What follows belongs to an exercise in optimizing a design on an open flow for small area; a production flow would make more cautious choices.
The RTL was checked by simulation tests, not by an equivalence proof against the original design.
Power is estimated from default activity; no workload was simulated.

== before ==
## rs_branch
module rs_branch (
  input  logic        clk,
  input  logic        reset,
  input  logic        prmiss,
  input  logic        prsuccess,
  input  logic [4:0]  prtag,
  input  logic [4:0]  specfixtag,
  output logic [3:0]  busyvec,
  output logic [3:0]  prbusyvec_next,
  input  logic        clear_busy,
  input  logic [1:0]  issue_addr,
  output logic [3:0]  ready,
  output logic [31:0] ex_src1,
  output logic [31:0] ex_src2,
  output logic [86:0] payload,
  output logic        specbit,
  input  logic        we1,
  input  logic [1:0]  waddr1,
  input  logic [86:0] wpayload_1,
  input  logic [31:0] wsrc1_1,
  input  logic [31:0] wsrc2_1,
  input  logic        wvalid1_1,
  input  logic        wvalid2_1,
  input  logic        wspecbit_1,
  input  logic        we2,
  input  logic [1:0]  waddr2,
  input  logic [86:0] wpayload_2,
  input  logic [31:0] wsrc1_2,
  input  logic [31:0] wsrc2_2,
  input  logic        wvalid1_2,
  input  logic        wvalid2_2,
  input  logic        wspecbit_2,
  input  logic [63:0] exrslt,
  input  logic [11:0] exdst,
  input  logic [1:0]  kill_spec
);
  logic [86:0] pl   [4];
  logic [31:0] src1 [4];
  logic [31:0] src2 [4];
  logic [3:0]  valid1, valid2, busy, spec;
  logic [31:0] rslt0, rslt1;
  logic [5:0]  dst0, dst1;
  assign rslt0 = exrslt[31:0];
  assign rslt1 = exrslt[63:32];
  assign dst0  = exdst[5:0];
  assign dst1  = exdst[11:6];
  logic [3:0] isel;       
  logic [3:0] wr1, wr2;   
  logic [3:0] take1;      
  logic [3:0] ld1, ld2;   
  logic [3:0] w0_1, w1_1, w0_2, w1_2;   
  logic [3:0] k0_1, k1_1, h_1, k0_2, k1_2, h_2;   
  logic [3:0] g_1, g_2;   
  logic [3:0] survive, hit;
  for (genvar i = 0; i < 4; i++) begin : g_ctl
    assign isel[i]  = issue_addr == i;
    assign wr1[i]   = we1 && waddr1 == i;
    assign wr2[i]   = we2 && waddr2 == i;
    assign take1[i] = wr1[i];
    assign ld1[i]   = !busy[i] && take1[i];
    assign ld2[i]   = !busy[i] && !take1[i];
    assign w0_1[i] = !valid1[i] && !kill_spec[0] && src1[i][5:0] == dst0;
    assign w1_1[i] = !valid1[i] && !kill_spec[1] && src1[i][5:0] == dst1 && !w0_1[i];
    assign w0_2[i] = !valid2[i] && !kill_spec[0] && src2[i][5:0] == dst0;
    assign w1_2[i] = !valid2[i] && !kill_spec[1] && src2[i][5:0] == dst1 && !w0_2[i];
    assign k0_1[i] = busy[i] && w0_1[i];
    assign k1_1[i] = busy[i] && w1_1[i];
  ...
Size in the first run: roughly 2,700 cells after synthesis, about 620 flip-flops, roughly 28,000 um^2 of cells after synthesis.
clock: 7.0 ns
lec_check: 0
cap_margin: 20
cell_pad_in_sites_detail_placement: 1
cell_pad_in_sites_global_placement: 1
core_margin: 2
core_utilization: 30
place_density: 0.4
slew_margin: 20
synth_hierarchical: 1
standard.sh (not shown) runs the stock make flow with config.mk's settings and CLKGATE_MAP_FILE= SYNTH_SCRIPT=/design/flow/synth_recipe.tcl, a recipe that flattens the netlist after the stock synthesis.
==> flow/flow/run.sh <==
#!/bin/bash
# The standard ORFS layout (standard.sh, unchanged synthesis), with two
# layout options changed:
#  - port buffers are plain buf_1 cells instead of the delay buffers that
#    buffer_ports picks by default;
#  - the clock tree uses small clkbuf_4 cells on small sink clusters and no
#    dummy loads.
# make's full output goes to standard.log; ORFS keeps each step's log under
# orfs/logs/.
set -euo pipefail
bash standard.sh \
  BUFFER_PORTS_ARGS="-buffer_cell sky130_fd_sc_hd__buf_1" \
  CTS_ARGS="-sink_clustering_enable -repair_clock_nets -dont_use_dummy_load -buf_list sky130_fd_sc_hd__clkbuf_4 -sink_clustering_size 8 -sink_clustering_max_diameter 40" \
  finish > standard.log 2>&1
> inputs changed (before -> after)
-- flow/flow/run.sh --
<<< before, line 13
  CTS_ARGS="-sink_clustering_enable -repair_clock_nets -dont_use_dummy_load -buf_list sky130_fd_sc_hd__clkbuf_4 -sink_clustering_size 8 -sink_clustering_max_diameter 40" \
>>> after, line 13
  CTS_ARGS="-sink_clustering_enable -repair_clock_nets -dont_use_dummy_load -buf_list sky130_fd_sc_hd__clkbuf_4 -sink_clustering_size 8 -sink_clustering_max_diameter 60" \
- Compare before and after | global-route usage lower: after
- Compared to before, after has transition time at the pin with the least slew margin 0.0087 ns lower.
- Compared with before, the router placed fewer vias in after.
- As far as global-route track usage on met2 is concerned, before and after perform about the same.

---

Setup of P:
Another version of the RTL of rs_branch (not shown whole).
Size: about 2600 cells after synthesis, roughly 620 flip-flops, ~570 I/O pins, about 28000 µm² of cells after synthesis.
==> flow/config.mk <==
export PLATFORM = sky130hd
export DESIGN_NAME = rs_branch
export DESIGN_NICKNAME = rs_branch
export VERILOG_FILES = /design/flow/design.v
export SDC_FILE = /design/flow/constraint.sdc
export NUM_CORES = 4
export LEC_CHECK = 0
export CAP_MARGIN = 20
export CELL_PAD_IN_SITES_DETAIL_PLACEMENT = 1
export CELL_PAD_IN_SITES_GLOBAL_PLACEMENT = 1
export CORE_MARGIN = 2
export CORE_UTILIZATION = 30
export PLACE_DENSITY = 0.4
export SLEW_MARGIN = 20
export SYNTH_HIERARCHICAL = 1
==> flow/constraint.sdc <==
create_clock -name core_clock -period 7.0 [get_ports {clk}]
set_input_delay 1.4000 -clock core_clock [delete_from_list [all_inputs] [get_ports {clk}]]
set_output_delay 1.4000 -clock core_clock [all_outputs]
set_load 0.01 [all_outputs]
==> flow/flow/run.sh <==
#!/bin/bash
# The standard ORFS layout (standard.sh, unchanged synthesis), with two
# layout options changed:
#  - port buffers are plain buf_1 cells instead of the delay buffers that
#    buffer_ports picks by default;
#  - the clock tree uses small clkbuf_4 cells on small sink clusters and no
#    dummy loads.
# make's full output goes to standard.log; ORFS keeps each step's log under
# orfs/logs/.
set -euo pipefail
bash standard.sh \
  BUFFER_PORTS_ARGS="-buffer_cell sky130_fd_sc_hd__buf_1" \
  CTS_ARGS="-sink_clustering_enable -repair_clock_nets -dont_use_dummy_load -buf_list sky130_fd_sc_hd__clkbuf_4 -sink_clustering_size 8 -sink_clustering_max_diameter 80" \
  finish > standard.log 2>&1
P completed end to end with timing, DRC and antenna clean.
diff inputs: P => Q
--- a/flow/flow/run.sh
+++ b/flow/flow/run.sh
@@ -13 +13 @@
-  CTS_ARGS="-sink_clustering_enable -repair_clock_nets -dont_use_dummy_load -buf_list sky130_fd_sc_hd__clkbuf_4 -sink_clustering_size 8 -sink_clustering_max_diameter 80" \
+  CTS_ARGS="-sink_clustering_enable -repair_clock_nets -dont_use_dummy_load -buf_list sky130_fd_sc_hd__clkbuf_4 -sink_clustering_size 8 -sink_clustering_max_diameter 60" \
## What came out
Against P, Q reports a switching power summed over all nets that is higher. Reported for Q and P, pre-CTS worst setup slack turned out identical to the last digit. Compared with P, Q is hungrier on power. Re number of antenna violations at the first check in global routing: Q is 3 up on P. Setup slack: Q better than P.

==> afterwards: timing with drivers on the ports <==
Ports are ideal in the flow. The routed layouts listed here were re-timed in OpenROAD.
Step 1 (the two cells are an assumption about what drives the block):
set clk [get_ports {clk}]
set_driving_cell -lib_cell sky130_fd_sc_hd__clkbuf_16 $clk
set_driving_cell -lib_cell sky130_fd_sc_hd__buf_2 [delete_from_list [all_inputs] $clk]
Step 2 moves the port delays by t, midway between the first and last clock arrival at a register: inputs arrive t later, outputs are due t later. That takes back most of the time a late clock gives input paths.
a / b / c = ideal ports / drivers / drivers and shift; a / b = the first two.
run	t (ns)	setup slack, ns	clock arrival spread, ns
before	1.083	0.968 / 0.938 / 0.938	0.122 / 0.121
after	1.005	1.022 / 0.990 / 0.990	0.118 / 0.118
P	1.010	0.743 / 0.719 / 0.719	0.096 / 0.095
Q	1.017	0.758 / 0.733 / 0.733	0.096 / 0.096
After both steps setup and hold are still met in every run listed. For after, which loses most, drivers alone change the setup slack by -0.032 ns; drivers and shift together by -0.032 ns.
